Source: an optimization exercise on an open RTL-to-GDS flow (aim: small area, a short achievable clock period and few clock cycles per item). Production flows keep margins and buffers that such runs may drop. Function was checked by simulation only, so behaviour that the tests miss may differ from the original.

## greedy_iou_track_association
module greedy_iou_track_association #(
    parameter int MAX_TRACKS = 16,
    parameter int COORD_BITS = 12
) (
    input  logic                  aclk,
    input  logic                  aresetn,
    input  logic                  cfg_we,
    input  logic                  cfg_idx,
    input  logic [7:0]            cfg_wdata,
    input  logic                  s_valid,
    output logic                  s_ready,
    input  logic                  s_op,
    input  logic [COORD_BITS-1:0] s_box_x,
    input  logic [COORD_BITS-1:0] s_box_y,
    input  logic [COORD_BITS-1:0] s_box_w,
    input  logic [COORD_BITS-1:0] s_box_h,
    output logic                  m_valid,
    input  logic                  m_ready,
    output logic [15:0]           m_trk_ident,
    output logic                  m_new_track,
    output logic                  m_table_full
);
    localparam int N  = MAX_TRACKS;
    localparam int SW = (N > 1) ? $clog2(N) : 1;
    localparam int CB = COORD_BITS;
    localparam int EB = CB + 1;           
    localparam int AW = 2 * CB;           
    localparam int UW = AW + 1;           
    localparam int SB = 2 * UW + 1;       
    localparam int MB = 8;                
    localparam int FL = 6;                
    localparam int BXW = 2 * CB + 2 * EB + 1;   
    logic [N-1:0]  valid_reg, used_reg, nz_reg;
    logic [CB-1:0] tx_mem [N];
    logic [CB-1:0] ty_mem [N];
    logic [EB-1:0] tex_mem [N];
    logic [EB-1:0] tey_mem [N];
    logic [15:0]   ident_mem [N];
    logic [MB-1:0] miss_mem [N];
    logic [15:0]   next_ident_reg;
    logic [7:0]    thr_reg, maxm_reg;
    logic          b_full_reg;
    logic [1:0]    e_cnt_reg;
    logic [CB-1:0] b_x_reg, b_y_reg, b_w_reg, b_h_reg;
  ...
Size in the first run: about 12000 cells after synthesis, roughly 83 I/O pins, about 0.13 sq mm of cells after synthesis.
Settings: LEC_CHECK=0, CAP_MARGIN=20, CORE_MARGIN=2, CORE_UTILIZATION=40, SLEW_MARGIN=20; clock period 16.0 ns.
standard.sh (not shown) runs the stock make flow with config.mk's settings and CLKGATE_MAP_FILE= SYNTH_SCRIPT=/design/flow/synth_recipe.tcl, a recipe that flattens the netlist after the stock synthesis.
==> flow/flow/run.sh <==
#!/bin/bash
# Standard ORFS layout (the standard.sh, unchanged synthesis and steps),
# with repair_timing asked for extra setup margin so that the achieved
# period, not just the 16 ns constraint, is optimised. The SDC is unchanged.
set -euo pipefail
MARGIN=$(cat flow/setup_margin)
bash standard.sh SETUP_SLACK_MARGIN="$MARGIN" finish > orfs_make.log 2>&1
==> flow/flow/setup_margin <==
9
The starting point completed with no timing, DRC or antenna violations.
Testbench counts at the start, summed over its fixed seeds: cycles 7,992, items 4,500.
Change:
--- a/flow/config.mk
+++ b/flow/config.mk
@@ -9,3 +9,3 @@
 export CORE_MARGIN = 2
-export CORE_UTILIZATION = 40
+export CORE_UTILIZATION = 60
 export SLEW_MARGIN = 20
The changed run finished clean.
Global-route usage went up by 11 points.
Utilization went up by 22 points.
Routed wire length went down by 2.2%.
First-iteration DRC count went up by 9.1%.


maple:
greedy_iou_track_association, a different RTL version from the one above (not shown whole).
Size: about 12000 cells after synthesis, about 2000 flip-flops, ~83 I/O pins, ~140000 um2 of cells after synthesis.
clock: 16.0 ns
lec_check: 0
cap_margin: 20
core_margin: 2
core_utilization: 65
cts_cluster_diameter: 100
cts_cluster_size: 20
slew_margin: 20
Scripts as last shown in full above: flow/flow/run.sh, flow/flow/setup_margin
maple: all stages complete, timing, DRC and antenna checks passed
Testbench counts of maple, summed over its fixed seeds: cycles 7,297, items 4,500.
Modified inputs, willow compared to maple
- a deleted CTS_CLUSTER_SIZE that had been 20
- a deleted CTS_CLUSTER_DIAMETER that had been 100
## What came out
Number of filler instances in the final layout (lower): willow
Summary of willow over maple: layout-stage area growth over the synthesis result increased 2.6 points.
Going from maple to willow, the setup skew after layout was found to have gone down by 25 ps.
Compared with maple, in willow final area rose 2.4%, final worst-path cycle share roughly the same.
Row global-route usage: willow higher / maple lower
~same per-cell via count in the routed design in maple and willow
[compare] base=maple new=willow: actual transition at the worst max-transition pin moved up; logic depth of the worst setup path including buffers held steady.

## what the ideal ports hide
No port has a modelled driver above. Below, the same layouts with a new extraction and two added sets of constraints. Step 1: set_driving_cell puts a clkbuf_16 on aclk and a buf_2 on each other input, an assumption about the parent block. Step 2 moves the port delays by t, midway between the first and last clock arrival at a register: inputs arrive t later, outputs are due t later. That takes back most of the time a late clock gives input paths. Three values: no drivers, after step 1, after step 2; two values: the first two.
| run | shift t [ns] | setup slack, ns | worst setup path at the end | worst slew at a driven data input, ns |
|---|---|---|---|---|
| the first run of note 1 | 0.976 | 9.095 / 9.095 / 9.095 | register to register | 0.19 |
| the second run of note 1 | 0.963 | 9.048 / 9.036 / 9.048 | register to register | 0.14 |
| maple | 0.929 | 8.997 / 8.997 / 8.997 | register to register | 0.06 |
| willow | 0.967 | 8.982 / 8.982 / 8.982 | register to register | 0.06 |
After both steps setup and hold are still met in every run listed.
